Background: an optimization exercise with open tools, aiming at small area, a short achievable clock period and few clock cycles. Do not read the settings as production practice. In this exercise RTL edits were held to simulation tests only and were not proved equivalent to the original. No activity file was given, so power comes from the tool's default toggle rates.

==> flow/design.v <==
`default_nettype none
package gpsc_pkg;
    localparam int MAX_ROWS  = 64;
    localparam int MAX_COLS  = 64;
    localparam int MAX_CELLS = 63;
    localparam int DIV_K = 2;
    typedef enum logic [1:0] {
        OP_CLEAR    = 2'd0,
        OP_ADD_EDGE = 2'd1,
        OP_EMIT     = 2'd2,
        OP_NONE     = 2'd3
    } t_op;
    typedef enum logic [1:0] {
        CFG_CELL_WIDTH = 2'd0,
        CFG_CELL_DEPTH = 2'd1,
        CFG_GRID_COLS  = 2'd2,
        CFG_GRID_ROWS  = 2'd3
    } t_cfg_idx;
endpackage
`default_nettype wire
`default_nettype none
import gpsc_pkg::*;
module gpsc_div #(
    parameter int RW = 16,    
    parameter int SW = 6,     
    parameter int K  = 3      
) (
    input  wire logic          i_clk,
    input  wire logic          i_load,
    input  wire logic [RW-1:0] i_rem,
    input  wire logic [SW-1:0] i_bits,
    input  wire logic [RW-1:0] i_d,
    output logic [SW-1:0]      o_bits,
    output logic [SW-1:0]      o_bits_nxt
);
    logic [RW-1:0] r_rem;
    logic [SW-1:0] r_bits;
    logic [RW-1:0] w_rem;
    logic [SW-1:0] w_bits;
    logic [RW:0]   w_t;
    always_comb begin
        w_rem  = r_rem;
        w_bits = r_bits;
        w_t    = '0;
        for (int i = 0; i < K; i++) begin
            w_t = {w_rem, w_bits[SW-1]};
            if (w_t >= {1'b0, i_d}) begin
                w_rem  = RW'(w_t - {1'b0, i_d});
                w_bits = {w_bits[SW-2:0], 1'b1};
            end else begin
                w_rem  = w_t[RW-1:0];
                w_bits = {w_bits[SW-2:0], 1'b0};
            end
        end
    end
    always_ff @(posedge i_clk) begin
        if (i_load) begin
            r_rem  <= i_rem;
            r_bits <= i_bits;
        end else begin
            r_rem  <= w_rem;
            r_bits <= w_bits;
        end
    end
    assign o_bits     = r_bits;
    assign o_bits_nxt = w_bits;
endmodule
`default_nettype wire
`default_nettype none
import gpsc_pkg::*;
module grid_polygon_span_cell_list (
    input  wire logic               i_clk,
    input  wire logic               i_rst_n,
    input  wire logic               i_in_valid,
    output logic                    o_in_stall,
    input  wire logic [1:0]         i_operation,
    input  wire logic signed [23:0] i_start_x,
    input  wire logic signed [23:0] i_start_z,
    input  wire logic signed [23:0] i_end_x,
    input  wire logic signed [23:0] i_end_z,
    output logic                    o_out_valid,
    input  wire logic               i_out_stall,
    output logic                    o_cell_valid,
    output logic [11:0]             o_cell_index,
    output logic                    o_list_last,
    input  wire logic               i_cfg_valid,
    output logic                    o_cfg_ready,
    input  wire logic [1:0]         i_cfg_index,
    input  wire logic [15:0]        i_cfg_data
);
    typedef enum logic [4:0] {
        S_IDLE  = 5'd0,
        S_SA    = 5'd1,     
        S_SA1   = 5'd2,
        S_SA2   = 5'd3,
        S_SB    = 5'd4,     
        S_SB1   = 5'd5,
        S_SB2   = 5'd6,
        S_SC    = 5'd7,     
        S_LOOP  = 5'd8,     
        S_XLD   = 5'd9,     
        S_XS1   = 5'd10,
        S_XS2   = 5'd11,
        S_XS3   = 5'd12,    
        S_EROW  = 5'd13,    
        S_ECELL = 5'd14     
    } t_state;
    t_state r_state, w_state_n;
    logic [15:0] r_xl, r_zl;
    logic [6:0]  r_cols, r_rows;
    logic signed [23:0] r_x0, r_z0, r_x1, r_z1;
    logic               r_miss;
    logic               r_memv;
    logic               r_up, r_dn, r_long, r_xpos;
    logic signed [24:0] r_dz;
    logic [20:0]        r_absD;
    logic [22:0]        r_absB;
    logic               r_sD, r_sB;
    logic signed [7:0]  r_x1q, r_m1;
    logic signed [7:0]  r_m;
    logic signed [7:0]  r_prev;        
    logic signed [24:0] r_E;
    logic               r_tzv, r_tzp;
    logic signed [7:0]  r_cs;
    logic               r_csv;
    logic [21:0]        r_absA;
    logic signed [25:0] r_xn;
    logic [5:0]         r_mrow, r_lrow, r_xrow, r_wrow;
    logic               r_mdone, r_msq;
    logic               r_lbusy, r_ldone, r_lsq, r_lsat;
    logic [3:0]         r_lcnt;
    logic               r_xbusy;
    logic [1:0]         r_xcnt;
    logic               r_wv;
    logic signed [7:0]  r_c;
    logic [2:0]         r_mcnt;
    logic               r_mtz;
    logic               r_mcin;
    logic [6:0]         r_mtB;
    logic signed [26:0] r_macc;
    logic [23:0]        r_mlow;
    logic [6:0]          mem_lo [MAX_ROWS];
    logic [6:0]          mem_hp [MAX_ROWS];
    logic [MAX_ROWS-1:0] r_vld;
    logic [5:0]  r_er;
    logic [11:0] r_base;
    logic [6:0]  r_ex, r_ehp;
    logic [5:0]  r_cnt;
    logic        r_eterm;
    logic        r_ov;
    logic        r_ocv;
    logic [11:0] r_oidx;
    logic        r_olast;
    logic signed [25:0] w_x0e, w_x1e, w_z0e, w_z1e;
    assign w_x0e = r_x0;
    assign w_x1e = r_x1;
    assign w_z0e = r_z0;
    assign w_z1e = r_z1;
    logic signed [25:0] w_xa, w_za;
    logic [25:0]        w_xs_a, w_xs_b, w_xsum, w_zs_a, w_zs_b, w_zsum;
    logic               w_xres, w_zres;
    logic signed [7:0]  w_xval, w_zval;
    logic               r_xres, r_zres;
    logic signed [7:0]  r_xval, r_zval;
    logic signed [25:0] w_tx;
    always_comb begin
        unique case (r_state)
            S_SA:    w_xa = w_x0e;
            S_SB:    w_xa = w_x1e;
            S_XLD:   w_xa = r_xn;
            default: w_xa = w_tx;
        endcase
        w_za = (r_state == S_SA) ? w_z0e : w_z1e;
    end
    assign w_xs_a = w_xa[25] ? w_xa : {6'd0, w_xa[25:6]};
    assign w_xs_b = w_xa[25] ? {10'd0, r_xl} : ~{10'd0, r_xl};
    assign w_xsum = w_xs_a + w_xs_b + {25'd0, !w_xa[25]};
    assign w_zs_a = w_za[25] ? w_za : {6'd0, w_za[25:6]};
    assign w_zs_b = w_za[25] ? {10'd0, r_zl} : ~{10'd0, r_zl};
    assign w_zsum = w_zs_a + w_zs_b + {25'd0, !w_za[25]};
    assign w_xres = w_xa[25] || !w_xsum[25];
    assign w_xval = !w_xa[25] ? 8'sd64 : ((w_xsum[25] || (w_xsum == '0)) ? -8'sd1 : 8'sd0);
    assign w_zres = w_za[25] || !w_zsum[25];
    assign w_zval = !w_za[25] ? 8'sd64 : ((w_zsum[25] || (w_zsum == '0)) ? -8'sd1 : 8'sd0);
    logic       w_xload;
    logic [5:0] w_xu_q, w_xu_qn;
    logic signed [7:0] w_xq_nxt;
    logic w_l2x;
    assign w_xload = (r_state == S_SA) || (r_state == S_SB) || (r_state == S_XLD) || w_l2x;
    gpsc_div #(.RW(16), .SW(6), .K(DIV_K)) u_xdiv (
        .i_clk      (i_clk),
        .i_load     (w_xload),
        .i_rem      (w_xa[21:6]),
        .i_bits     (w_xa[5:0]),
        .i_d        (r_xl),
        .o_bits     (w_xu_q),
        .o_bits_nxt (w_xu_qn)
    );
    assign w_xq_nxt = r_xres ? r_xval : $signed({2'b00, w_xu_qn});
    logic signed [24:0] w_dz, w_dx, w_xs;
    logic signed [20:0] w_d, w_nd;
    logic signed [22:0] w_b, w_nb;
    assign w_dz  = r_z1 - r_z0;
    assign w_dx  = r_x1 - r_x0;
    assign w_xs  = r_x0 + r_x1;
    assign w_d   = w_dz >>> 4;
    assign w_b   = w_dx >>> 2;
    assign w_nd  = -w_d;
    assign w_nb  = -w_b;
    logic signed [22:0] w_a, w_na;
    logic [21:0]        w_absA;
    logic signed [25:0] w_Ed;
    logic signed [24:0] w_Ebase, w_Eadd, w_zlx, w_V;
    logic               w_Esub;
    assign w_a    = r_E >>> 2;
    assign w_na   = -w_a;
    assign w_absA = w_a[22] ? w_na[21:0] : w_a[21:0];
    assign w_Ed   = r_E - r_dz;
    assign w_V     = {r_macc[0], r_mlow};
    assign w_Ebase = r_tzv ? r_E : w_V;
    assign w_Esub  = r_tzv && !r_up;
    assign w_zlx   = (r_tzv || r_up) ? ($signed({9'd0, r_zl}) ^ {25{w_Esub}}) : 25'sd0;
    assign w_Eadd  = w_Ebase + w_zlx + $signed({24'd0, w_Esub});
    logic w_ingrid, w_meq, w_away, w_tzfin;
    assign w_ingrid = !r_m[7] && (r_m[6:0] < r_rows);
    assign w_meq    = (r_m == r_m1);
    assign w_away   = r_m[7] ? !r_up : r_up;
    assign w_tzfin  = (r_up && !w_Ed[25]) || (r_dn && (w_Ed[25] || (w_Ed == '0)));
    logic w_lp, w_lp_fin, w_lp_run, w_lp_wait, w_lp_e0, w_lp_tzl, w_lp_cross;
    logic w_lp_short, w_lp_sdiv, w_lp_away, w_lp_skip, w_step;
    logic w_pe, w_mfree, w_m2l, w_lp_done, w_lp_xgo;
    assign w_lp       = (r_state == S_LOOP);
    assign w_lp_fin   = w_lp && (w_meq || (w_ingrid && r_tzv && w_tzfin));
    assign w_lp_run   = w_lp && !w_meq && w_ingrid;
    assign w_lp_wait  = w_lp_run && !r_tzv && (r_mcnt != 3'd0);
    assign w_lp_e0    = w_lp_run && !r_tzv && (r_mcnt == 3'd0) && r_tzp;
    assign w_lp_tzl   = w_lp_run && !r_tzv && (r_mcnt == 3'd0) && !r_tzp;
    assign w_lp_cross = w_lp_run && r_tzv && !w_tzfin && r_long;
    assign w_lp_short = w_lp_run && r_tzv && !w_tzfin && !r_long && r_csv;
    assign w_lp_sdiv  = w_lp_run && r_tzv && !w_tzfin && !r_long && !r_csv;
    assign w_lp_away  = w_lp && !w_meq && !w_ingrid && w_away;
    assign w_lp_skip  = w_lp && !w_meq && !w_ingrid && !w_away;
    assign w_pe       = (r_mcnt == 3'd0) && !r_mdone && !r_lbusy && !r_ldone && !r_xbusy && !r_wv;
    assign w_mfree    = (r_mcnt == 3'd0) && (!r_mdone || w_m2l);
    assign w_lp_done  = (w_lp_fin || w_lp_away) && w_pe;
    assign w_lp_xgo   = w_lp_cross && w_mfree;
    assign w_step     = w_lp_short || w_lp_xgo;
    logic w_acc, w_acc_edge, w_hit;
    assign w_acc      = (r_state == S_IDLE) && i_in_valid;
    assign w_acc_edge = w_acc && (i_operation == OP_ADD_EDGE);
    assign w_hit      = r_memv && (i_start_x == r_x1) && (i_start_z == r_z1);
    logic               w_ml_tz, w_ml_x;
    logic [6:0]         w_ml_B;
    logic [23:0]        w_ml_z0;
    logic [21:0]        w_mA;
    logic [23:0]        w_mB;
    logic [1:0]         w_midx;
    logic [2:0]         w_mneg;
    logic [5:0]         w_mchunk;
    logic [27:0]        w_mpp;
    logic signed [29:0] w_msum;
    logic [46:0]        w_P;
    assign w_ml_tz = (w_acc_edge && w_hit) || ((r_state == S_SB) && r_miss) || w_lp_tzl;
    assign w_ml_x  = w_lp_xgo;
    always_comb begin
        if (r_state == S_IDLE) begin
            w_ml_B  = r_m1[6:0];
            w_ml_z0 = i_start_z;
        end else if (r_state == S_SB) begin
            w_ml_B  = w_zq_nxt[6:0];
            w_ml_z0 = r_z0;
        end else begin
            w_ml_B  = r_m[6:0];
            w_ml_z0 = r_z0;
        end
    end
    assign w_mA     = r_mtz ? {6'd0, r_zl} : r_absA;
    assign w_mB     = r_mtz ? {17'd0, r_mtB} : {1'b0, r_absB};
    assign w_mneg   = -r_mcnt;
    assign w_midx   = w_mneg[1:0];
    always_comb begin
        unique case (w_midx)
            2'd0:    w_mchunk = w_mB[5:0];
            2'd1:    w_mchunk = w_mB[11:6];
            2'd2:    w_mchunk = w_mB[17:12];
            default: w_mchunk = w_mB[23:18];
        endcase
    end
    assign w_mpp  = {6'd0, w_mA} * {22'd0, w_mchunk};
    assign w_msum = r_macc + $signed({2'b00, w_mpp}) + $signed({29'd0, r_mcin});
    assign w_P    = {r_macc[22:0], r_mlow};
    always_ff @(posedge i_clk) begin
        if (!i_rst_n) begin
            r_mcnt  <= 3'd0;
            r_mdone <= 1'b0;
        end else begin
            if (w_ml_tz || w_ml_x) begin
                r_mcnt <= 3'd4;
            end else if (r_mcnt != 3'd0) begin
                r_mcnt <= r_mcnt - 3'd1;
            end
            if ((r_mcnt == 3'd1) && !r_mtz) begin
                r_mdone <= 1'b1;
            end else if (w_m2l) begin
                r_mdone <= 1'b0;
            end
        end
    end
    always_ff @(posedge i_clk) begin
        if (w_ml_tz) begin
            r_mtz  <= 1'b1;
            r_mtB  <= w_ml_B;
            r_macc <= ~{{3{w_ml_z0[23]}}, w_ml_z0};
            r_mcin <= 1'b1;
        end else if (w_ml_x) begin
            r_mtz  <= 1'b0;
            r_macc <= '0;
            r_mcin <= 1'b0;
        end else if (r_mcnt != 3'd0) begin
            r_mlow <= {w_msum[5:0], r_mlow[23:6]};
            r_macc <= {{3{w_msum[29]}}, w_msum[29:6]};
            r_mcin <= 1'b0;
        end
    end
    logic        w_lsat, w_e4, w_e8, w_e12, w_e16;
    logic [20:0] w_lrem, w_ld;
    logic [23:0] w_lbits;
    logic [3:0]  w_lcnt;
    logic [23:0] w_lu_q, w_lu_qn;
    logic        w_lz, w_lload;
    logic signed [7:0] w_zq_nxt;
    assign w_lsat = (w_P[44:24] >= r_absD);
    assign w_e4   = (w_P[44:25] == '0) && (w_P[24:4]  < r_absD);
    assign w_e8   = (w_P[44:29] == '0) && (w_P[28:8]  < r_absD);
    assign w_e12  = (w_P[44:33] == '0) && (w_P[32:12] < r_absD);
    assign w_e16  = (w_P[44:37] == '0) && (w_P[36:16] < r_absD);
    assign w_lz    = (r_state == S_SA) || (r_state == S_SA1) || (r_state == S_SA2) ||
                     (r_state == S_SB) || (r_state == S_SB1) || (r_state == S_SB2) ||
                     (r_state == S_SC);
    assign w_ld    = w_lz ? {5'd0, r_zl} : r_absD;
    assign w_lload = (r_state == S_SA) || (r_state == S_SB) || w_m2l;
    always_comb begin
        if (w_lz) begin
            w_lrem  = {5'd0, w_za[21:6]};
            w_lbits = {w_za[5:0], 18'd0};
            w_lcnt  = 4'd0;
        end else if (w_e4) begin
            w_lrem  = w_P[24:4];
            w_lbits = {w_P[3:0], 20'd0};
            w_lcnt  = 4'd2;
        end else if (w_e8) begin
            w_lrem  = w_P[28:8];
            w_lbits = {w_P[7:0], 16'd0};
            w_lcnt  = 4'd4;
        end else if (w_e12) begin
            w_lrem  = w_P[32:12];
            w_lbits = {w_P[11:0], 12'd0};
            w_lcnt  = 4'd6;
        end else if (w_e16) begin
            w_lrem  = w_P[36:16];
            w_lbits = {w_P[15:0], 8'd0};
            w_lcnt  = 4'd8;
        end else begin
            w_lrem  = w_P[44:24];
            w_lbits = w_P[23:0];
            w_lcnt  = 4'd12;
        end
    end
    gpsc_div #(.RW(21), .SW(24), .K(DIV_K)) u_ldiv (
        .i_clk      (i_clk),
        .i_load     (w_lload),
        .i_rem      (w_lrem),
        .i_bits     (w_lbits),
        .i_d        (w_ld),
        .o_bits     (w_lu_q),
        .o_bits_nxt (w_lu_qn)
    );
    assign w_zq_nxt = r_zres ? r_zval : $signed({2'b00, w_lu_qn[5:0]});
    logic [23:0] w_qm;
    logic [25:0] w_qx;
    assign w_qm = r_lsat ? 24'hffffff : w_lu_q;
    assign w_qx = {2'b00, w_qm} ^ {26{r_lsq}};
    assign w_tx = w_x0e + $signed(w_qx) + $signed({25'd0, r_lsq});
    logic w_xfin;
    assign w_xfin = r_xbusy && (r_xcnt == 2'd1);
    assign w_l2x  = r_ldone && (!r_xbusy || w_xfin);
    assign w_m2l  = r_mdone && (!r_lbusy && (!r_ldone || w_l2x));
    always_ff @(posedge i_clk) begin
        if (!i_rst_n) begin
            r_lbusy <= 1'b0;
            r_ldone <= 1'b0;
            r_xbusy <= 1'b0;
            r_wv    <= 1'b0;
        end else begin
            if (w_m2l) begin
                r_lbusy <= !w_lsat;
                r_ldone <= w_lsat;
            end else begin
                if (r_lbusy && (r_lcnt == 4'd1)) begin
                    r_lbusy <= 1'b0;
                    r_ldone <= 1'b1;
                end else if (w_l2x) begin
                    r_ldone <= 1'b0;
                end
            end
            if (w_l2x) begin
                r_xbusy <= 1'b1;
            end else if (w_xfin) begin
                r_xbusy <= 1'b0;
            end
            r_wv <= w_xfin;
        end
    end
    always_ff @(posedge i_clk) begin
        if (w_ml_x) begin
            r_mrow <= r_m[5:0];
            r_msq  <= w_a[22] ^ r_sB ^ r_sD;
        end
        if (w_m2l) begin
            r_lrow <= r_mrow;
            r_lsq  <= r_msq;
            r_lsat <= w_lsat;
            r_lcnt <= w_lcnt;
        end else if (r_lbusy) begin
            r_lcnt <= r_lcnt - 4'd1;
        end
        if (w_l2x) begin
            r_xrow <= r_lrow;
            r_xcnt <= w_xres ? 2'd1 : 2'd3;
        end else if (r_xbusy) begin
            r_xcnt <= r_xcnt - 2'd1;
        end
        if (w_xfin) begin
            r_wrow <= r_xrow;
            r_c    <= w_xq_nxt;
        end
    end
    logic [5:0]        w_raddr;
    logic [6:0]        w_rd_lo, w_rd_hp;
    logic              w_rd_vld;
    logic              w_wr;
    logic signed [7:0] w_wv;            
    logic signed [7:0] w_wlo, w_whi;
    logic [6:0]        w_nlo, w_nhp, w_mlo, w_mhp;
    logic [5:0] w_waddr;
    assign w_waddr  = r_wv ? r_wrow : r_m[5:0];
    assign w_raddr  = (r_state == S_EROW) ? r_er : w_waddr;
    assign w_rd_lo  = mem_lo[w_raddr];
    assign w_rd_hp  = mem_hp[w_raddr];
    assign w_rd_vld = r_vld[w_raddr];
    assign w_wr  = (w_lp_done && w_lp_fin && w_ingrid) || w_lp_short || r_wv;
    assign w_wv  = r_wv ? r_c : (w_lp_fin ? r_x1q : r_cs);
    assign w_wlo = r_xpos ? r_prev : w_wv;
    assign w_whi = r_xpos ? w_wv : r_prev;
    assign w_nlo = w_wlo[7] ? 7'd0 : w_wlo[6:0];
    assign w_nhp = (w_whi >= 8'sd63) ? 7'd64 : 7'(w_whi + 8'sd1);
    assign w_mlo = (w_rd_vld && (w_rd_lo < w_nlo)) ? w_rd_lo : w_nlo;
    assign w_mhp = (w_rd_vld && (w_rd_hp > w_nhp)) ? w_rd_hp : w_nhp;
    always_ff @(posedge i_clk) begin
        if (w_wr) begin
            mem_lo[w_waddr] <= w_mlo;
            mem_hp[w_waddr] <= w_mhp;
        end
    end
    logic       w_free;
    logic [6:0] w_ehp;
    logic       w_rowne;
    logic       w_lastrow;
    logic [5:0] w_cnt_n;
    logic       w_er_cell, w_ec_cell, w_cell, w_term, w_cap;
    logic       w_er_more, w_ec_more, w_nextrow;
    assign w_free    = !r_ov || !i_out_stall;
    assign w_ehp     = (w_rd_hp < r_cols) ? w_rd_hp : r_cols;
    assign w_rowne   = w_rd_vld && (w_rd_lo < w_ehp);
    assign w_lastrow = ({1'b0, r_er} + 7'd1 >= r_rows);
    assign w_cnt_n   = r_cnt + 6'd1;
    assign w_cap     = (w_cnt_n == 6'(MAX_CELLS));
    assign w_er_cell = (r_state == S_EROW) && !r_eterm && w_rowne && w_free;
    assign w_ec_cell = (r_state == S_ECELL) && w_free;
    assign w_cell    = w_er_cell || w_ec_cell;
    assign w_term    = (r_state == S_EROW) && r_eterm && w_free;
    assign w_er_more = (w_rd_lo + 7'd1 < w_ehp);
    assign w_ec_more = (r_ex + 7'd1 < r_ehp);
    assign w_nextrow = ((r_state == S_EROW) && !r_eterm && !w_rowne) ||
                       (w_er_cell && !w_cap && !w_er_more) ||
                       (w_ec_cell && !w_cap && !w_ec_more);
    always_comb begin
        w_state_n = r_state;
        unique case (r_state)
            S_IDLE: begin
                if (w_acc) begin
                    unique case (i_operation)
                        OP_ADD_EDGE: w_state_n = w_hit ? S_SB : S_SA;
                        OP_EMIT:     w_state_n = S_EROW;
                        default:     w_state_n = S_IDLE;
                    endcase
                end
            end
            S_SA:    w_state_n = S_SA1;
            S_SA1:   w_state_n = S_SA2;
            S_SA2:   w_state_n = S_SB;
            S_SB:    w_state_n = S_SB1;
            S_SB1:   w_state_n = S_SB2;
            S_SB2:   w_state_n = S_SC;
            S_SC:    w_state_n = S_LOOP;
            S_LOOP: begin
                if (w_lp_done)      w_state_n = S_IDLE;
                else if (w_lp_sdiv) w_state_n = S_XLD;
            end
            S_XLD:   w_state_n = S_XS1;
            S_XS1:   w_state_n = S_XS2;
            S_XS2:   w_state_n = S_XS3;
            S_XS3:   w_state_n = S_LOOP;
            S_EROW: begin
                if (w_term)                                w_state_n = S_IDLE;
                else if (w_er_cell && !w_cap && w_er_more) w_state_n = S_ECELL;
            end
            S_ECELL: if (w_ec_cell && (w_cap || !w_ec_more)) w_state_n = S_EROW;
            default: w_state_n = S_IDLE;
        endcase
    end
    always_ff @(posedge i_clk) begin
        if (!i_rst_n) begin
            r_state <= S_IDLE;
            r_xl    <= 16'd768;
            r_zl    <= 16'd768;
            r_cols  <= 7'd16;
            r_rows  <= 7'd16;
            r_vld   <= '0;
            r_ov    <= 1'b0;
            r_memv  <= 1'b0;
        end else begin
            r_state <= w_state_n;
            if (i_cfg_valid) begin
                unique case (i_cfg_index)
                    CFG_CELL_WIDTH: r_xl   <= (i_cfg_data == '0) ? 16'd1 : i_cfg_data;
                    CFG_CELL_DEPTH: r_zl   <= (i_cfg_data == '0) ? 16'd1 : i_cfg_data;
                    CFG_GRID_COLS:  r_cols <= (i_cfg_data[6:0] > 7'd64) ? 7'd64 : i_cfg_data[6:0];
                    CFG_GRID_ROWS:  r_rows <= (i_cfg_data[6:0] > 7'd64) ? 7'd64 : i_cfg_data[6:0];
                endcase
            end
            if (i_cfg_valid || w_acc_edge) begin
                r_memv <= 1'b0;
            end else if (r_state == S_SC) begin
                r_memv <= 1'b1;
            end
            if (w_acc && (i_operation == OP_CLEAR)) begin
                r_vld <= '0;
            end else if (w_wr) begin
                r_vld[w_waddr] <= 1'b1;
            end
            if (w_cell || w_term) begin
                r_ov <= 1'b1;
            end else if (!i_out_stall) begin
                r_ov <= 1'b0;
            end
        end
    end
    always_ff @(posedge i_clk) begin
        if (w_acc) begin
            r_x0    <= i_start_x;
            r_z0    <= i_start_z;
            r_x1    <= i_end_x;
            r_z1    <= i_end_z;
            r_miss  <= !w_hit;
        end
        if (r_state == S_SB) begin
            r_up   <= !w_dz[24] && (w_dz != '0);
            r_dn   <= w_dz[24];
            r_xpos <= !w_dx[24];
            r_dz   <= w_dz;
            r_long <= w_dz[24] ? ((w_dz[23:4] != '1) || (w_dz[3:0] == '0)) :
                                 (w_dz[23:4] != '0);
            r_sD   <= w_d[20];
            r_absD <= w_d[20] ? w_nd : w_d;
            r_sB   <= w_b[22];
            r_absB <= w_b[22] ? w_nb : w_b;
            r_xn   <= w_xs >>> 1;
        end
        if (w_xload) begin
            r_xres <= w_xres;
            r_xval <= w_xval;
        end
        if ((r_state == S_SA) || (r_state == S_SB)) begin
            r_zres <= w_zres;
            r_zval <= w_zval;
        end
        if (r_state == S_SC) begin
            r_x1q <= w_xq_nxt;
            r_m1  <= w_zq_nxt;
        end
        if (w_acc_edge && w_hit) begin
            r_m <= r_m1;
        end else if ((r_state == S_SB) && r_miss) begin
            r_m <= w_zq_nxt;
        end else if (w_step) begin
            r_m <= r_up ? r_m + 8'sd1 : r_m - 8'sd1;
        end else if (w_lp_skip) begin
            r_m <= r_m[7] ? 8'sd0 :
                   (($signed({1'b0, r_rows}) - 8'sd1 > r_m1) ? $signed({1'b0, r_rows}) - 8'sd1 : r_m1);
        end
        if (w_acc_edge && w_hit) begin
            r_prev <= r_x1q;
        end else if ((r_state == S_SB) && r_miss) begin
            r_prev <= w_xq_nxt;
        end else if (w_lp_short) begin
            r_prev <= r_cs;
        end else if (r_wv) begin
            r_prev <= r_c;
        end
        if (w_lp_e0 || w_step) begin
            r_E <= w_Eadd;
        end
        if (w_acc_edge) begin
            r_tzv <= 1'b0;
        end else if (w_lp_e0) begin
            r_tzv <= 1'b1;
        end
        if (w_ml_tz) begin
            r_tzp <= 1'b1;
        end else if (w_ml_x || w_lp_skip) begin
            r_tzp <= 1'b0;
        end
        if (w_acc_edge) begin
            r_csv <= 1'b0;
        end else if (r_state == S_XS3) begin
            r_csv <= 1'b1;
        end
        if (r_state == S_XS3) begin
            r_cs <= w_xq_nxt;
        end
        if (w_lp_xgo) begin
            r_absA <= w_absA;
        end
        if (w_acc) begin
            r_er    <= '0;
            r_base  <= '0;
            r_cnt   <= '0;
            r_eterm <= (r_rows == '0);
        end else begin
            if (w_nextrow) begin
                r_er    <= r_er + 6'd1;
                r_base  <= r_base + 12'(r_cols);
                r_eterm <= w_lastrow;
            end else if (w_cell && w_cap) begin
                r_eterm <= 1'b1;
            end
            if (w_cell) begin
                r_cnt <= w_cnt_n;
            end
        end
        if (w_er_cell) begin
            r_ex  <= w_rd_lo + 7'd1;
            r_ehp <= w_ehp;
        end else if (w_ec_cell) begin
            r_ex  <= r_ex + 7'd1;
        end
        if (w_cell || w_term) begin
            r_ocv   <= !w_term;
            r_olast <= w_term;
        end
        if (w_term) begin
            r_oidx <= '0;
        end else if (w_er_cell) begin
            r_oidx <= r_base + 12'(w_rd_lo);
        end else if (w_ec_cell) begin
            r_oidx <= r_oidx + 12'd1;
        end
    end
    assign o_in_stall   = (r_state != S_IDLE);
    assign o_cfg_ready  = 1'b1;
    assign o_out_valid  = r_ov;
    assign o_cell_valid = r_ocv;
    assign o_cell_index = r_oidx;
    assign o_list_last  = r_olast;
endmodule
`default_nettype wire
==> flow/run.sh <==
#!/bin/bash
# synth_recipe.tcl (not shown) runs the flow's synth.tcl, then flattens the netlist and writes it again
# the make line also repeats each setting of config.mk as NAME=value (left out here)
make -C /OpenROAD-flow-scripts/flow DESIGN_CONFIG=/design/flow/config.mk WORK_HOME=/design/flow/orfs CLKGATE_MAP_FILE= SYNTH_SCRIPT=/design/flow/synth_recipe.tcl finish
==> flow/config.mk <==
export PLATFORM = sky130hd
export DESIGN_NAME = grid_polygon_span_cell_list
export DESIGN_NICKNAME = grid_polygon_span_cell_list
export VERILOG_FILES = /design/flow/design.v
export SDC_FILE = /design/flow/constraint.sdc
export NUM_CORES = 4
export LEC_CHECK = 0
export ABC_CLOCK_PERIOD_IN_PS = 4500
export CAP_MARGIN = 20
export CORE_MARGIN = 2
export CORE_UTILIZATION = 55
export SETUP_SLACK_MARGIN = 5
export SLEW_MARGIN = 20
==> flow/constraint.sdc <==
create_clock -name core_clock -period 12.0 [get_ports {i_clk}]
set_input_delay 2.4000 -clock core_clock [delete_from_list [all_inputs] [get_ports {i_clk}]]
set_output_delay 2.4000 -clock core_clock [all_outputs]
set_load 0.01 [all_outputs]
==> metrics.md, run 1 <==
| Metric | Value |
|---|---|
| Status | `complete, no violations` |
| Worst r2r path cells | `30` |
| Post-Route WL | `311100 um` |
| Routability cong. | `0.9497` |
| Drt pass-1 iters | `8` |
| Detailed-route via count | `68.51k` |
| EDFF count, synth | `1295` |
| Reg-to-reg endpoint | `r_macc[21]$_DFFE_PP_` |
| Final non-filler cell total | `10.58k` |
| CP endpoint | `r_macc[21]$_DFFE_PP_` |
| Vias in the first global route | `64.00k` |
| Post-Syn Instances | `7717` |
| Post-Place Worst Slack | `2604 ps` |
| Minimum clock period | `7817 ps` |
| Area of the mapped netlist | `0.08868 mm2` |
| RSZ-0062 raised after global routing | `true` |
| First-pass GRT wire length | `431400 um` |
| Remaining antenna violation count | `0` |
| Leak Pwr | `40.66 nW` |
| Synth Flop Type | `edfxtp_1` |
| Yosys Warn Count | `3` |
| VDD IR max | `0.3585 mV` |
| Worst reg-to-reg setup slack | `4180 ps` |
| Critical Path RT | `12560 ps` |
| Routed length per instance | `29.41 um` |
| Commonest non-fill, non-tap cell in the layout | `edfxtp_1` |
| Layout cell share with drive strength beyond 1 | `0.1979` |
| Detailed placer's ending HPWL | `200400 um` |
| Crit path launch | `r_mcnt[0]$_SDFFE_PP0P_` |
| Global-route usage over all layers | `0.3586` |
| First DRT Iteration DRCs | `9181` |
| Clock latency (worst-skew pair) | `860 ps` |
| Vias per cell | `6.476` |
| Worst slew pin tran | `1191 ps` |
| Met1 Track Usage GR | `0.5322` |
| Period Utilization, post-route | `0.6514` |
| Avg Cell Area, Syn | `11.49 um2` |
| Port Buffers | `136` |
| Most used routing layer | `met1` |
| Final #Nets | `9015` |
| Area Growth Syn to Fin | `20.89%` |
| M3 GR Usage | `0.08838` |
| Fmax | `127.9 MHz` |
| Yosys cell types | `93` |
| Root Driver | `clkbuf_16` |
| Hold Violations, Final | `0` |
| Fin Setup TNS | `0 ps` |
| CORE AREA | `0.1604 mm2` |
| CP max FO | `6` |
| Most frequent cells in the layout | `edfxtp_1 (1295), nor2_1 (633), nand2_1 (549), ha_1 (476), inv_1 (441)` |
| Cell mode on critical path | `fa_1` |
| Worst Path Arrival | `8370 ps` |
| Fin Clk Skew | `64.12 ps` |
| PwrDens | `292.1 mW/mm2` |
| Post-synthesis sequential area ratio | `0.4909` |
| R2r startpoint | `r_mcnt[0]$_SDFFE_PP0P_` |
| Flop and latch count out of synthesis | `1527` |
| Total CTS buffers | `163` |
| Starting density of the core | `0.5529` |
| Clk pin slew, worst setup/hold paths | `60 ps` |
| Maximum root-to-sink buffer count | `3` |
| Max Slew Vio Count | `0` |
| GRT overflow | `0` |
| Startpoint Class | `register` |
| Drt drc | `0` |
| Htree depth | `4` |
| Num rows | `147` |
| Die width | `405.5 um` |
| Final worst slack | `4183 ps` |
| Placed cells | `9869` |
| Min-delay worst type | `reg2reg` |
| CTS tree | `yes` |
| CP Capture Type | `register` |
| Worst path max stage delay | `710 ps` |
| Die area | `0.1645 mm2` |
| Max-cap violations | `0` |
| Met2 Track Usage GR | `0.5200` |
| Post-synthesis async set-or-reset flop share | `0` |
| Worst slew margin | `0.2049` |
| Sink Count | `1527` |
| Initial antenna violation count | `17` |
| Die height | `405.5 um` |
| Largest net degree at the start of global routing | `117` |
| CTS Hold Bufs | `0` |
| Net Count, Synth | `8457` |
| Crit path kind | `reg2reg` |
| Worst path slowest cell | `a222oi_1` |
| IO Pins | `138` |
| Setup violations, final | `0` |
| Total power | `31.31 mW` |
==> per-layer routing <==
layer,up-vias,routed length [um]
met2,3776,131900
met4,10,9744
li1,30030,-
met3,540,39370
met5,-,75
met1,34150,130100
==> synthesized netlist by cell type, drive strengths merged (73+ instances only) <==
cell / number / share of area
a211oi: 186 / 0.016
a21o: 133 / 0.011
a21oi: 501 / 0.028
buf: 91 / 0.0051
clkbuf: 221 / 0.0094
dfxtp: 232 / 0.052
edfxtp: 1295 / 0.44
fa: 98 / 0.022
ha: 521 / 0.074
inv: 464 / 0.020
mux2: 94 / 0.012
mux2i: 283 / 0.032
mux4: 240 / 0.061
nand2: 563 / 0.024
nand2b: 84 / 0.0059
nand3: 114 / 0.0064
nor2: 697 / 0.030
nor2b: 141 / 0.0099
nor3: 131 / 0.0074
o211ai: 73 / 0.0062
o21ai: 303 / 0.017
xnor2: 292 / 0.029
xor2: 124 / 0.012
==> stage by stage <==
stage / hold WS (ps) / util / area [um2]
final: 391.8 / 0.6684 / 107200
after global routing: 411.7 / 0.6683 / 107200
after CTS: 391.8 / 0.6497 / 104200
after detailed placement: 404.5 / 0.5831 / 93530
after global placement: 400.8 / 0.5828 / 93470
after floorplan: 400.3 / - / 89240
==> critical path: cells and delay by family, from the launching register on <==
kind	cells	cell delay, ps
xor gates and xnor gates	2	310
AOI/OAI and AO/OA	11	3030
DFF	1	400
and+or+nand+nor	6	940
adders and majority gates	6	2430
buffers and inverters	5	410
==> worst min path at each step <==
stage,from,endpoint,depth (start not counted)
floorplan,r_mrow[0]$_DFFE_PP_,r_lrow[0]$_DFFE_PP_,0
global placement,r_xrow[4]$_DFFE_PP_,r_wrow[4]$_DFFE_PP_,0
detailed placement,r_mrow[5]$_DFFE_PP_,r_lrow[5]$_DFFE_PP_,0
CTS,r_xrow[4]$_DFFE_PP_,r_wrow[4]$_DFFE_PP_,0
global route,r_xrow[4]$_DFFE_PP_,r_wrow[4]$_DFFE_PP_,0
finish,r_lrow[5]$_DFFE_PP_,r_xrow[5]$_DFFE_PP_,0
==> sequential cells by signal, summed over array words and instances, names as in the netlist, 20 cells and up <==
name	count
r_macc	24
mem_hp	448
mem_lo	448
r_E	25
r_xn	24
u_ldiv.r_rem	21
r_x0	24
r_mlow	24
r_absD	20
r_z0	24
u_ldiv.r_bits	24
r_absA	22
r_absB	23
r_vld	64
r_x1	24
r_dz	25
r_z1	24
==> cell families (layout without fill, tap and decap cells) <==
logic type | count (synthesis) | count (layout) | synth area share
fa+ha+maj | 619 | 619 | 0.09564
compound gates | 1682 | 1687 | 0.1243
mux | 617 | 630 | 0.1048
buf+inv | 778 | 1455 | 0.03419
other cells | 1 | 7 | 0.00004229
xor+xnor | 416 | 416 | 0.04109
flops | 1527 | 1527 | 0.4909
simple gates | 2077 | 2078 | 0.1091
==> power by group <==
group | switching (mW) | internal (mW) | total [mW]
Sequential | 0.747 | 6.72 | 7.47
Combinational | 10.7 | 7.97 | 18.7
Clock | 2.24 | 2.93 | 5.17
==> cell type report <==
class                      instances  area [um2]
timing repair inverter             1       5.005
multi-input combinational       5431       45400
timing repair buffer             685        8283
tap                             2160        2703
fill                           12080       53180
antenna                            6       15.01
clock buffer                     210        4377
sequential                      1527       43560
inverter                         466        1772
clock inverter                    93        1082
==> timing repair <==
item,in CTS,in global routing
endpoints found under the setup margin,1031,1027
cloned,60,40
pin swaps,140,154
gates resized for setup,426,334
buffers inserted,209,89
Testbench counts, summed over its fixed seeds: cycles 27,820.
==> inputs of run 2 (changes only) <==
--- a/flow/design.v
+++ b/flow/design.v
@@ -90,13 +90,12 @@
 );
     typedef enum logic [4:0] {
         S_IDLE  = 5'd0,
-        S_SA    = 5'd1,     
-        S_SA1   = 5'd2,
-        S_SA2   = 5'd3,
-        S_SB    = 5'd4,     
-        S_SB1   = 5'd5,
-        S_SB2   = 5'd6,
-        S_SC    = 5'd7,     
+        S_B1    = 5'd1,     
+        S_B2    = 5'd2,
+        S_B3    = 5'd3,     
+        S_A1    = 5'd4,
+        S_A2    = 5'd5,
+        S_A3    = 5'd6,     
         S_LOOP  = 5'd8,     
         S_XLD   = 5'd9,     
         S_XS1   = 5'd10,
@@ -143,7 +142,6 @@
     logic [6:0]          mem_hp [MAX_ROWS];
     logic [MAX_ROWS-1:0] r_vld;
     logic [5:0]  r_er;
-    logic [11:0] r_base;
     logic [6:0]  r_ex, r_ehp;
     logic [5:0]  r_cnt;
     logic        r_eterm;
@@ -151,7 +149,9 @@
     logic        r_ocv;
     logic [11:0] r_oidx;
     logic        r_olast;
-    logic signed [25:0] w_x0e, w_x1e, w_z0e, w_z1e;
+    logic signed [25:0] w_x0e, w_x1e, w_z0e, w_z1e, w_ix1e, w_iz1e;
+    assign w_ix1e = i_end_x;
+    assign w_iz1e = i_end_z;
     assign w_x0e = r_x0;
     assign w_x1e = r_x1;
     assign w_z0e = r_z0;
@@ -165,12 +165,12 @@
     logic signed [25:0] w_tx;
     always_comb begin
         unique case (r_state)
-            S_SA:    w_xa = w_x0e;
-            S_SB:    w_xa = w_x1e;
+            S_IDLE:  w_xa = w_ix1e;
+            S_B3:    w_xa = w_x0e;
             S_XLD:   w_xa = r_xn;
             default: w_xa = w_tx;
         endcase
-        w_za = (r_state == S_SA) ? w_z0e : w_z1e;
+        w_za = (r_state == S_IDLE) ? w_iz1e : w_z0e;
     end
     assign w_xs_a = w_xa[25] ? w_xa : {6'd0, w_xa[25:6]};
     assign w_xs_b = w_xa[25] ? {10'd0, r_xl} : ~{10'd0, r_xl};
@@ -186,7 +186,7 @@
     logic [5:0] w_xu_q, w_xu_qn;
     logic signed [7:0] w_xq_nxt;
     logic w_l2x;
-    assign w_xload = (r_state == S_SA) || (r_state == S_SB) || (r_state == S_XLD) || w_l2x;
+    assign w_xload = w_acc_edge || ((r_state == S_B3) && r_miss) || (r_state == S_XLD) || w_l2x;
     gpsc_div #(.RW(16), .SW(6), .K(DIV_K)) u_xdiv (
         .i_clk      (i_clk),
         .i_load     (w_xload),
@@ -216,7 +216,7 @@
     assign w_na   = -w_a;
     assign w_absA = w_a[22] ? w_na[21:0] : w_a[21:0];
     assign w_Ed   = r_E - r_dz;
-    assign w_V     = {r_macc[0], r_mlow};
+    assign w_V     = {r_macc[12:0], r_mlow[23:12]};
     assign w_Ebase = r_tzv ? r_E : w_V;
     assign w_Esub  = r_tzv && !r_up;
     assign w_zlx   = (r_tzv || r_up) ? ($signed({9'd0, r_zl}) ^ {25{w_Esub}}) : 25'sd0;
@@ -233,7 +233,8 @@
     assign w_lp_fin   = w_lp && (w_meq || (w_ingrid && r_tzv && w_tzfin));
     assign w_lp_run   = w_lp && !w_meq && w_ingrid;
     assign w_lp_wait  = w_lp_run && !r_tzv && (r_mcnt != 3'd0);
-    assign w_lp_e0    = w_lp_run && !r_tzv && (r_mcnt == 3'd0) && r_tzp;
+    assign w_lp_e0    = (w_lp_run && !r_tzv && (r_mcnt == 3'd0) && r_tzp) ||
+                        ((r_state == S_B3) && !r_miss && w_ingrid);
     assign w_lp_tzl   = w_lp_run && !r_tzv && (r_mcnt == 3'd0) && !r_tzp;
     assign w_lp_cross = w_lp_run && r_tzv && !w_tzfin && r_long;
     assign w_lp_short = w_lp_run && r_tzv && !w_tzfin && !r_long && r_csv;
@@ -260,13 +261,13 @@
     logic [27:0]        w_mpp;
     logic signed [29:0] w_msum;
     logic [46:0]        w_P;
-    assign w_ml_tz = (w_acc_edge && w_hit) || ((r_state == S_SB) && r_miss) || w_lp_tzl;
+    assign w_ml_tz = (w_acc_edge && w_hit) || (r_state == S_A3) || w_lp_tzl;
     assign w_ml_x  = w_lp_xgo;
     always_comb begin
         if (r_state == S_IDLE) begin
             w_ml_B  = r_m1[6:0];
             w_ml_z0 = i_start_z;
-        end else if (r_state == S_SB) begin
+        end else if (r_state == S_A3) begin
             w_ml_B  = w_zq_nxt[6:0];
             w_ml_z0 = r_z0;
         end else begin
@@ -275,7 +276,7 @@
         end
     end
     assign w_mA     = r_mtz ? {6'd0, r_zl} : r_absA;
-    assign w_mB     = r_mtz ? {17'd0, r_mtB} : {1'b0, r_absB};
+    assign w_mB     = r_mtz ? {5'd0, r_mtB, 12'd0} : {1'b0, r_absB};
     assign w_mneg   = -r_mcnt;
     assign w_midx   = w_mneg[1:0];
     always_comb begin
@@ -294,7 +295,9 @@
             r_mcnt  <= 3'd0;
             r_mdone <= 1'b0;
         end else begin
-            if (w_ml_tz || w_ml_x) begin
+            if (w_ml_tz) begin
+                r_mcnt <= 3'd2;
+            end else if (w_ml_x) begin
                 r_mcnt <= 3'd4;
             end else if (r_mcnt != 3'd0) begin
                 r_mcnt <= r_mcnt - 3'd1;
@@ -334,11 +337,10 @@
     assign w_e8   = (w_P[44:29] == '0) && (w_P[28:8]  < r_absD);
     assign w_e12  = (w_P[44:33] == '0) && (w_P[32:12] < r_absD);
     assign w_e16  = (w_P[44:37] == '0) && (w_P[36:16] < r_absD);
-    assign w_lz    = (r_state == S_SA) || (r_state == S_SA1) || (r_state == S_SA2) ||
-                     (r_state == S_SB) || (r_state == S_SB1) || (r_state == S_SB2) ||
-                     (r_state == S_SC);
-    assign w_ld    = w_lz ? {5'd0, r_zl} : r_absD;
-    assign w_lload = (r_state == S_SA) || (r_state == S_SB) || w_m2l;
+    logic r_lz;
+    assign w_lz    = !w_m2l;
+    assign w_ld    = r_lz ? {5'd0, r_zl} : r_absD;
+    assign w_lload = w_acc_edge || ((r_state == S_B3) && r_miss) || w_m2l;
     always_comb begin
         if (w_lz) begin
             w_lrem  = {5'd0, w_za[21:6]};
@@ -408,7 +410,7 @@
             end else if (w_xfin) begin
                 r_xbusy <= 1'b0;
             end
-            r_wv <= w_xfin;
+            r_wv <= w_xfin || w_lp_short;
         end
     end
     always_ff @(posedge i_clk) begin
@@ -433,6 +435,9 @@
         if (w_xfin) begin
             r_wrow <= r_xrow;
             r_c    <= w_xq_nxt;
+        end else if (w_lp_short) begin
+            r_wrow <= r_m[5:0];
+            r_c    <= r_cs;
         end
     end
     logic [5:0]        w_raddr;
@@ -448,8 +453,8 @@
     assign w_rd_lo  = mem_lo[w_raddr];
     assign w_rd_hp  = mem_hp[w_raddr];
     assign w_rd_vld = r_vld[w_raddr];
-    assign w_wr  = (w_lp_done && w_lp_fin && w_ingrid) || w_lp_short || r_wv;
-    assign w_wv  = r_wv ? r_c : (w_lp_fin ? r_x1q : r_cs);
+    assign w_wr  = (w_lp_done && w_lp_fin && w_ingrid) || r_wv;
+    assign w_wv  = r_wv ? r_c : r_x1q;
     assign w_wlo = r_xpos ? r_prev : w_wv;
     assign w_whi = r_xpos ? w_wv : r_prev;
     assign w_nlo = w_wlo[7] ? 7'd0 : w_wlo[6:0];
@@ -472,7 +477,33 @@
     assign w_free    = !r_ov || !i_out_stall;
     assign w_ehp     = (w_rd_hp < r_cols) ? w_rd_hp : r_cols;
     assign w_rowne   = w_rd_vld && (w_rd_lo < w_ehp);
-    assign w_lastrow = ({1'b0, r_er} + 7'd1 >= r_rows);
+    logic [63:0] w_above;
+    logic [7:0]  w_gany;
+    logic [2:0]  w_gidx [8];
+    logic [2:0]  w_gsel;
+    logic [5:0]  w_nxt;
+    logic        w_nxt_any;
+    logic [12:0] w_rowbase;
+    always_comb begin
+        for (int i = 0; i < 64; i++) begin
+            w_above[i] = r_vld[i] && (6'(i) > r_er);
+        end
+        for (int g = 0; g < 8; g++) begin
+            w_gany[g] = |w_above[8*g +: 8];
+            w_gidx[g] = 3'd7;
+            for (int j = 6; j >= 0; j--) begin
+                if (w_above[8*g + j]) w_gidx[g] = 3'(j);
+            end
+        end
+        w_gsel = 3'd7;
+        for (int g = 6; g >= 0; g--) begin
+            if (w_gany[g]) w_gsel = 3'(g);
+        end
+        w_nxt     = {w_gsel, w_gidx[w_gsel]};
+        w_nxt_any = |w_gany;
+    end
+    assign w_lastrow = !w_nxt_any || ({1'b0, w_nxt} >= r_rows);
+    assign w_rowbase = r_er * r_cols;
     assign w_cnt_n   = r_cnt + 6'd1;
     assign w_cap     = (w_cnt_n == 6'(MAX_CELLS));
     assign w_er_cell = (r_state == S_EROW) && !r_eterm && w_rowne && w_free;
@@ -490,19 +521,18 @@
             S_IDLE: begin
                 if (w_acc) begin
                     unique case (i_operation)
-                        OP_ADD_EDGE: w_state_n = w_hit ? S_SB : S_SA;
+                        OP_ADD_EDGE: w_state_n = S_B1;
                         OP_EMIT:     w_state_n = S_EROW;
                         default:     w_state_n = S_IDLE;
                     endcase
                 end
             end
-            S_SA:    w_state_n = S_SA1;
-            S_SA1:   w_state_n = S_SA2;
-            S_SA2:   w_state_n = S_SB;
-            S_SB:    w_state_n = S_SB1;
-            S_SB1:   w_state_n = S_SB2;
-            S_SB2:   w_state_n = S_SC;
-            S_SC:    w_state_n = S_LOOP;
+            S_B1:    w_state_n = S_B2;
+            S_B2:    w_state_n = S_B3;
+            S_B3:    w_state_n = r_miss ? S_A1 : S_LOOP;
+            S_A1:    w_state_n = S_A2;
+            S_A2:    w_state_n = S_A3;
+            S_A3:    w_state_n = S_LOOP;
             S_LOOP: begin
                 if (w_lp_done)      w_state_n = S_IDLE;
                 else if (w_lp_sdiv) w_state_n = S_XLD;
@@ -541,7 +571,7 @@
             end
             if (i_cfg_valid || w_acc_edge) begin
                 r_memv <= 1'b0;
-            end else if (r_state == S_SC) begin
+            end else if (r_state == S_B3) begin
                 r_memv <= 1'b1;
             end
             if (w_acc && (i_operation == OP_CLEAR)) begin
@@ -564,7 +594,7 @@
             r_z1    <= i_end_z;
             r_miss  <= !w_hit;
         end
-        if (r_state == S_SB) begin
+        if (r_state == S_B1) begin
             r_up   <= !w_dz[24] && (w_dz != '0);
             r_dn   <= w_dz[24];
             r_xpos <= !w_dx[24];
@@ -581,17 +611,22 @@
             r_xres <= w_xres;
             r_xval <= w_xval;
         end
-        if ((r_state == S_SA) || (r_state == S_SB)) begin
+        if (w_acc_edge || (r_state == S_B3)) begin
             r_zres <= w_zres;
             r_zval <= w_zval;
         end
-        if (r_state == S_SC) begin
+        if (w_acc_edge) begin
+            r_lz <= 1'b1;
+        end else if (r_state == S_LOOP) begin
+            r_lz <= 1'b0;
+        end
+        if (r_state == S_B3) begin
             r_x1q <= w_xq_nxt;
             r_m1  <= w_zq_nxt;
         end
         if (w_acc_edge && w_hit) begin
             r_m <= r_m1;
-        end else if ((r_state == S_SB) && r_miss) begin
+        end else if (r_state == S_A3) begin
             r_m <= w_zq_nxt;
         end else if (w_step) begin
             r_m <= r_up ? r_m + 8'sd1 : r_m - 8'sd1;
@@ -601,10 +636,8 @@
         end
         if (w_acc_edge && w_hit) begin
             r_prev <= r_x1q;
-        end else if ((r_state == S_SB) && r_miss) begin
+        end else if (r_state == S_A3) begin
             r_prev <= w_xq_nxt;
-        end else if (w_lp_short) begin
-            r_prev <= r_cs;
         end else if (r_wv) begin
             r_prev <= r_c;
         end
@@ -634,13 +667,11 @@
         end
         if (w_acc) begin
             r_er    <= '0;
-            r_base  <= '0;
             r_cnt   <= '0;
             r_eterm <= (r_rows == '0);
         end else begin
             if (w_nextrow) begin
-                r_er    <= r_er + 6'd1;
-                r_base  <= r_base + 12'(r_cols);
+                r_er    <= w_nxt;
                 r_eterm <= w_lastrow;
             end else if (w_cell && w_cap) begin
                 r_eterm <= 1'b1;
@@ -662,7 +693,7 @@
         if (w_term) begin
             r_oidx <= '0;
         end else if (w_er_cell) begin
-            r_oidx <= r_base + 12'(w_rd_lo);
+            r_oidx <= w_rowbase[11:0] + 12'(w_rd_lo);
         end else if (w_ec_cell) begin
             r_oidx <= r_oidx + 12'd1;
         end
==> run 2 against run 1 <==
Compared with the run above: clock skew decreased by 14 ps; worst setup slack improved by 640 ps; global-route usage decreased by 0.34 points; highest routed layer unchanged.
==> metrics.md, run 2 <==
| Metric | Value |
|---|---|
| Largest net degree at the start of global routing | `79 (-32%)` |
| Placed cells | `10.12k (+2.5%)` |
| CTS Hold Bufs | `0 (unchanged)` |
| RSZ-0062 raised after global routing | `true` |
| Most frequent cell after synthesis | `edfxtp_1` |
| Startpoint Class | `register` |
| Worst reg-to-reg setup slack | `4820 ps (+640 ps)` |
| Worst r2r path cells | `32 (+6.7%)` |
| CP Capture Type | `register` |
| Htree depth | `4 (unchanged)` |
| Clock latency (worst-skew pair) | `830 ps (-30 ps)` |
| VDD IR max | `0.5645 mV (+57%)` |
| First DRT Iteration DRCs | `8866 (-3.4%)` |
| EDFF count, synth | `1295 (unchanged)` |
| Net Count, Synth | `8751 (+3.5%)` |
| Hold-critical path endpoint | `r_lrow[4]$_DFFE_PP_` |
| Global-route usage over all layers | `0.3552 (-0.003366)` |
| Worst Path Arrival | `7740 ps (-630 ps)` |
| Flop and latch count out of synthesis | `1516 (-0.72%)` |
| Area Growth Syn to Fin | `14.02%` |
| Placed cell area | `0.09431 mm2 (+0.84%)` |
| Routed length per instance | `28.80 um (-2.1%)` |
| PwrDens | `276.3 mW/mm2 (-5.4%)` |
| Filler instances | `12.71k (+5.2%)` |
| Drt drc | `0 (unchanged)` |
| CTS tree | `yes` |
| Setup violations, final | `0 (unchanged)` |
| Initial antenna violation count | `21 (+4)` |
| Hold Startpoint | `r_mrow[4]$_DFFE_PP_` |
| Crit-path leading delay family | `compound AO/OA/AOI/OAI gates` |
| Most frequent cells in the layout | `edfxtp_1 (1295), nor2_1 (691), nand2_1 (617), ha_1 (518), a21oi_1 (466)` |
| Period Utilization, post-route | `0.5983 (-0.05308)` |
| Hold Violations, Final | `0 (unchanged)` |
| Reg-to-reg endpoint | `r_macc[25]$_DFFE_PP_` |
| Drt pass-1 iters | `8 (unchanged)` |
| Post-Place Worst Slack | `2701 ps (+96.93 ps)` |
| Area of the mapped netlist | `0.09005 mm2 (+1.6%)` |
| CP bufs+invs | `5 (unchanged)` |
| Post-synth top area share | `0.4318 (-0.006702)` |
| Routability cong. | `0.9993 (+5.2%)` |
| Fin Hold WS | `418.1 ps (+26.32 ps)` |
| Biggest regs | `mem_hp: 448 flops, mem_lo: 448 flops, r_vld: 64 flops` |
| Yosys cell types | `112 (+20%)` |
| GRT overflow | `0 (unchanged)` |
| Cell taking the most area after synthesis | `edfxtp_1` |
| Commonest non-fill, non-tap cell in the layout | `edfxtp_1` |
| Total CTS buffers | `161 (-1.2%)` |
| Final instance area | `0.1027 mm2 (-4.2%)` |
| Remaining antenna violation count | `0 (unchanged)` |
| Num rows | `148 (+0.68%)` |
| IO Pins | `138 (unchanged)` |
| Starting density of the core | `0.5532 (about the same)` |
| Yosys Warn Count | `5 (+2)` |
| Post-synthesis async set-or-reset flop share | `0 (unchanged)` |
| Root Driver | `clkbuf_16` |
| First-pass GRT wire length | `436600 um (+1.2%)` |
| Detailed placer's ending HPWL | `212000 um (+5.8%)` |
| Sink Count | `1516 (-0.72%)` |
| Maximum root-to-sink buffer count | `3 (unchanged)` |
| WP depth | `32 (+6.7%)` |
| Post-Syn Instances | `7979 (+3.4%)` |
| Clk pin slew, worst setup/hold paths | `60 ps (about the same)` |
| Avg Cell Area, Syn | `11.29 um2 (-1.8%)` |
| Min-delay worst type | `reg2reg` |
| Worst path slowest cell | `fa_1` |
| Final worst slack | `4820 ps (+636.9 ps)` |
| Worst slew pin tran | `1219 ps (+27.68 ps)` |
| Total power | `28.37 mW (-9.4%)` |
| Max-cap violations | `0 (unchanged)` |
| Critical Path RT | `12560 ps (about the same)` |
| Die area | `0.1670 mm2 (+1.5%)` |
| Final non-filler cell total | `10.56k (-0.20%)` |
| CP max FO | `8 (+2)` |
| CORE AREA | `0.1628 mm2 (+1.5%)` |
| Post-synth top cells | `edfxtp_1 (1295), nor2_1 (760), nand2_1 (629)` |
| Die height | `408.6 um (+0.77%)` |
| Max Slew Vio Count | `0 (unchanged)` |
| Final #Nets | `9017 (+0.022%)` |
| Leak Pwr | `38.54 nW (-5.2%)` |
| Crit path kind | `reg2reg` |
| Synth area leaders | `edfxtp_1 (43%), ha_1 (7.4%), mux4_2 (5.9%)` |
| Vias per cell | `6.481 (about the same)` |
| Vias in the first global route | `63.99k (-0.0094%)` |
| Port Buffers | `136 (unchanged)` |
| Worst slew margin | `0.1873 (-0.01760)` |
| R2r startpoint | `r_absB[14]$_DFFE_PP_` |
| Die width | `408.6 um (+0.77%)` |
| Fin Clk Skew | `50.50 ps (-13.61 ps)` |
| Status | `complete, no violations` |
| Minimum clock period | `7180 ps (-636.9 ps)` |
| Final Core Density | `0.6308 (-0.03763)` |
| Fin Setup TNS | `0 ps (unchanged)` |
| Detailed-route via count | `68.42k (-0.12%)` |
| Worst path max stage delay | `570 ps (-140 ps)` |
| Hold path depth | `0 (unchanged)` |
| Fmax | `139.3 MHz (+8.9%)` |
| Layout cell share with drive strength beyond 1 | `0.1466 (-0.05135)` |
| Synth Flop Type | `edfxtp_1` |
| Post-Route WL | `304000 um (-2.3%)` |
| Post-synthesis sequential area ratio | `0.4810 (-0.009948)` |
## run 2: repair_timing
item,CTS,global route
setup buffers,79,41
setup endpoints to repair,1043,1040
pin swaps,74,92
gates cloned,11,9
resized for setup,158,181
## run 2: layout make-up
class | count | area [um2] | area share
clock inverters | 103 | 1190 | 0.01159
flip-flops and latches | 1516 | 43340 | 0.4221
repair inverters | 2 | 17.52 | 0.0001706
clock buffers | 194 | 4270 | 0.04159
repair buffers | 430 | 4364 | 0.04250
inverters | 476 | 1821 | 0.01773
diodes | 4 | 10.01 | 0.00009749
multi-input cells | 5658 | 44940 | 0.4377
well taps | 2175 | 2721 | 0.02650
## run 2: how the worst max path moves through the flow
stage                                       start                    end  slack [ps]
after floorplan                r_mtz$_SDFFE_PN1P_   r_macc[25]$_DFFE_PP_        5000
after global placement    r_state[2]$_SDFFE_PN0P_  r_cnt[4]$_SDFFE_PP0P_        2780
after detailed placement  r_state[2]$_SDFFE_PN0P_  r_cnt[4]$_SDFFE_PP0P_        2700
after CTS                    r_absB[15]$_DFFE_PP_   r_macc[20]$_DFFE_PP_        4950
after global routing         r_absB[14]$_DFFE_PP_   r_macc[25]$_DFFE_PP_        4600
final                        r_absB[14]$_DFFE_PP_   r_macc[25]$_DFFE_PP_        4820
## run 2: worst register-to-register path: cells and delay by family, from the launching register on
kind                     cells  cell delay, ps
AND/OR/NAND/NOR              7            1220
adder cells (fa/ha/maj)      5            2160
AO/OA/AOI/OAI               13            2180
flip-flops                   1             520
buffers and inverters        5             550
XOR/XNOR                     2             260
## run 2: report_power, final
| part | internal, mW | switching, mW |
|---|---|---|
| clock network | 2.97 | 2.20 |
| logic | 6.21 | 9.48 |
| registers | 6.74 | 0.762 |
| total | 15.9 | 12.4 |
## run 2: kinds of logic after synthesis
kind of cell,synth area share
buf+inv,0.03681
mux,0.09158
flops,0.4810
compound gates,0.1310
other cells,0.00004164
simple gates,0.1166
fa+ha+maj,0.1005
xor+xnor,0.04250
## run 2: per-layer routing
metal  wire [um]  GRT usage
met3       37160    0.09725
met1      132200     0.5420
met4        8766     0.1009
met5          73          0
met2      125800     0.4932
Testbench counts of run 2, summed over its fixed seeds: cycles 24,674.

-- static timing again, ports no longer ideal --
The flow's constraints put no driver on any port. The routed layouts listed below were extracted and timed again, unchanged, in two steps.
Step 1 sets driving cells, clkbuf_16 on the clock port and buf_2 on the other inputs (assumed; they add their load-dependent delay and slew).
Step 2 moves the port delays by t, midway between the first and last clock arrival at a register: inputs arrive t later, outputs are due t later. That takes back most of the time a late clock gives input paths.
Slacks: ideal / step 1 / step 2; pairs: ideal / step 1.
| run | t, ns | setup WS [ns] | worst slew at a driven data input, ns | pins driven straight from the clock port |
|---|---|---|---|---|
| run 1 | 0.905 | 4.183 / 4.183 / 4.183 | 0.13 | 1 |
| run 2 | 0.889 | 4.820 / 4.820 / 4.121 | 0.27 | 1 |
After both steps every run listed still meets setup and hold. For run 2, which loses most, drivers alone change the setup slack by 0.000 ns; drivers and shift together by -0.699 ns.
